Context: an optimization exercise on an open-source flow, tuned for small area and a short achievable clock period. The choices shown serve that exercise and are no tape-out recipe.
Function was checked by simulation only, so behaviour that the tests miss may differ from the original.

==> module fma_normalize, before the edit <==
module fma_normalize (
    input  logic        clk,
    input  logic        rst_n,
    input  logic        in_valid,
    input  logic [75:0] mag,
    input  logic [9:0]  lim_hi,
    input  logic [7:0]  lim_lo,
    input  logic        sign,
    input  logic        is_sub,
    input  logic [fma_pkg::SIDE_W-1:0] side_in,
    output logic        out_valid,
    output logic [24:0] frac_q,
    output logic        subnormal_q,
    output logic        sticky_q,
    output logic        zero_q,
    output logic [7:0]  vexp_q,
    output logic        huge_q,
    output logic        e254_q,
    output logic        sign_q,
    output logic        is_sub_q,
    output logic [7:0]  side_q
);
    logic [127:0] lzin;
    logic [6:0]   lz;
    always_comb begin
        lzin = '0;
        for (int i = 0; i < 76; i++) lzin[i + 52] = mag[i] | (lim_hi[i >> 3] & lim_lo[i & 7]);
        lzin[51] = 1'b1;
    end
    logic [63:0]  v1;  logic [0:0] c1 [64];
    logic [31:0]  v2;  logic [1:0] c2 [32];
    logic [15:0]  v3;  logic [2:0] c3 [16];
    logic [7:0]   v4;  logic [3:0] c4 [8];
    logic [3:0]   v5;  logic [4:0] c5 [4];
    logic [1:0]   v6;  logic [5:0] c6 [2];
    always_comb begin
        for (int i = 0; i < 64; i++) begin
            v1[i] = lzin[2*i+1] | lzin[2*i];
            c1[i] = !lzin[2*i+1];
        end
        for (int i = 0; i < 32; i++) begin
            v2[i] = v1[2*i+1] | v1[2*i];
            c2[i] = v1[2*i+1] ? {1'b0, c1[2*i+1]} : {1'b1, c1[2*i]};
        end
        for (int i = 0; i < 16; i++) begin
            v3[i] = v2[2*i+1] | v2[2*i];
            c3[i] = v2[2*i+1] ? {1'b0, c2[2*i+1]} : {1'b1, c2[2*i]};
        end
        for (int i = 0; i < 8; i++) begin
            v4[i] = v3[2*i+1] | v3[2*i];
            c4[i] = v3[2*i+1] ? {1'b0, c3[2*i+1]} : {1'b1, c3[2*i]};
        end
        for (int i = 0; i < 4; i++) begin
            v5[i] = v4[2*i+1] | v4[2*i];
            c5[i] = v4[2*i+1] ? {1'b0, c4[2*i+1]} : {1'b1, c4[2*i]};
        end
        for (int i = 0; i < 2; i++) begin
            v6[i] = v5[2*i+1] | v5[2*i];
            c6[i] = v5[2*i+1] ? {1'b0, c5[2*i+1]} : {1'b1, c5[2*i]};
        end
        lz = v6[1] ? {1'b0, c6[1]} : {1'b1, c6[0]};
    end
    logic sticky, zero;
    always_comb begin
        sticky = 1'b0;
        for (int i = 0; i < 50; i++) sticky = sticky | (mag[i] & (lz < 7'(50 - i)));
        zero = mag == 76'h0;
    end
    logic [75:0]        nrm;
    logic [9:0]         e_anchor;
    logic signed [10:0] vexp;
    logic [75:0] ns [8];
    always_comb begin
        ns[0] = mag;
        for (int k = 0; k < 7; k++) begin
            ns[k+1] = lz[6-k] ? (ns[k] << (64 >> k)) : ns[k];
        end
        nrm = ns[7];
    end
    assign e_anchor = side_in[17:8];
    assign vexp     = 11'(e_anchor) - 11'(lz);
    logic signed [10:0] lz_huge, lz_254;
    logic               huge, e254;
    assign lz_huge = 11'(e_anchor) - 11'sd255;    
    assign lz_254  = 11'(e_anchor) - 11'sd254;    
    assign huge    = !lz_huge[10] && (lz_huge[9:7] != 3'b000 || lz_huge[6:0] >= lz);
    assign e254    = !lz_254[10] && lz_254[9:7] == 3'b000 && lz_254[6:0] == lz;
    logic valid_q;
    always_ff @(posedge clk or negedge rst_n) begin
        if (!rst_n) valid_q <= 1'b0;
        else        valid_q <= in_valid;
    end
    assign out_valid = valid_q;
    always_ff @(posedge clk) begin
        frac_q      <= nrm[74:50];
        subnormal_q <= !nrm[75];
        sticky_q    <= sticky;
        zero_q      <= zero;
        vexp_q      <= vexp[7:0];
        huge_q      <= huge;
        e254_q      <= e254;
        sign_q      <= sign;
        is_sub_q    <= is_sub;
        side_q      <= side_in[7:0];
    end
endmodule
export LEC_CHECK = 0
export CAP_MARGIN = 20
export CORE_MARGIN = 2
export CORE_UTILIZATION = 60
export CTS_BUF_LIST = sky130_fd_sc_hd__clkbuf_4 sky130_fd_sc_hd__clkbuf_8
export PLACE_DENSITY = 0.72
export SETUP_SLACK_MARGIN = 5
export SLEW_MARGIN = 20
create_clock -name core_clock -period 10.5 [get_ports {clk}]
run.sh (not shown) runs the stock make flow with config.mk's settings and CLKGATE_MAP_FILE= SYNTH_SCRIPT=/design/flow/synth_recipe.tcl, a recipe that flattens the netlist after the stock synthesis.
Edit:
--- a/flow/design.v
+++ b/flow/design.v
@@ -1524,13 +1524,45 @@
             c6[i] = v5[2*i+1] ? {1'b0, c5[2*i+1]} : {1'b1, c5[2*i]};
         end
         lz = v6[1] ? {1'b0, c6[1]} : {1'b1, c6[0]};
     end
-    logic sticky, zero;
+    logic [127:0] tzin;
+    logic [6:0]   tz;
+    logic [63:0]  w1;  logic [0:0] d1 [64];
+    logic [31:0]  w2;  logic [1:0] d2 [32];
+    logic [15:0]  w3;  logic [2:0] d3 [16];
+    logic [7:0]   w4;  logic [3:0] d4 [8];
+    logic [3:0]   w5;  logic [4:0] d5 [4];
+    logic [1:0]   w6;  logic [5:0] d6 [2];
     always_comb begin
-        sticky = 1'b0;
-        for (int i = 0; i < 50; i++) sticky = sticky | (mag[i] & (lz < 7'(50 - i)));
-        zero = mag == 76'h0;
+        tzin = '0;
+        tzin[75:0] = mag;
+        tzin[76]   = 1'b1;
+        for (int i = 0; i < 64; i++) begin
+            w1[i] = tzin[2*i+1] | tzin[2*i];
+            d1[i] = !tzin[2*i];
+        end
+        for (int i = 0; i < 32; i++) begin
+            w2[i] = w1[2*i+1] | w1[2*i];
+            d2[i] = w1[2*i] ? {1'b0, d1[2*i]} : {1'b1, d1[2*i+1]};
+        end
+        for (int i = 0; i < 16; i++) begin
+            w3[i] = w2[2*i+1] | w2[2*i];
+            d3[i] = w2[2*i] ? {1'b0, d2[2*i]} : {1'b1, d2[2*i+1]};
+        end
+        for (int i = 0; i < 8; i++) begin
+            w4[i] = w3[2*i+1] | w3[2*i];
+            d4[i] = w3[2*i] ? {1'b0, d3[2*i]} : {1'b1, d3[2*i+1]};
+        end
+        for (int i = 0; i < 4; i++) begin
+            w5[i] = w4[2*i+1] | w4[2*i];
+            d5[i] = w4[2*i] ? {1'b0, d4[2*i]} : {1'b1, d4[2*i+1]};
+        end
+        for (int i = 0; i < 2; i++) begin
+            w6[i] = w5[2*i+1] | w5[2*i];
+            d6[i] = w5[2*i] ? {1'b0, d5[2*i]} : {1'b1, d5[2*i+1]};
+        end
+        tz = w6[0] ? {1'b0, d6[0]} : {1'b1, d6[1]};
     end
     logic [75:0]        nrm;
     logic [9:0]         e_anchor;
     logic signed [10:0] vexp;
@@ -1558,10 +1590,10 @@
     assign out_valid = valid_q;
     always_ff @(posedge clk) begin
         frac_q      <= nrm[74:50];
         subnormal_q <= !nrm[75];
-        sticky_q    <= sticky;
-        zero_q      <= zero;
+        sticky_q    <= (8'(tz) + 8'(lz)) < 8'd50;
+        zero_q      <= tz == 7'd76;
         vexp_q      <= vexp[7:0];
         huge_q      <= huge;
         e254_q      <= e254;
         sign_q      <= sign;
Result: Cell area came out higher by about 2.1%; critical path depth came out lower by 3; area after synthesis came out higher by about 2.5%; clock-buffer cell count came out higher by 6; final cell count came out higher by 2.9%; global-route usage came out higher by 1.2 points; wire length came out higher by about 5.3%.

[static timing again, ports no longer ideal]
The flow's constraints put no driver on any port. The routed layouts listed below were extracted and timed again, unchanged, in two steps.
Step 1, drivers: a clkbuf_16 drives clk and a buf_2 each remaining input, both assumed.
Step 2 moves the port delays by t, midway between the first and last clock arrival at a register: inputs arrive t later, outputs are due t later. That takes back most of the time a late clock gives input paths.
a / b / c = no drivers / after step 1 / after step 2; a / b = the first two.
run | t (ns) | setup slack, ns | slew at the worst register clock pin (ns)
the first run | 0.748 | 4.915 / 4.846 / 5.215 | 0.07 / 0.07
the second run | 0.742 | 5.072 / 5.006 / 5.095 | 0.08 / 0.08
After both steps every run listed still meets setup and hold.
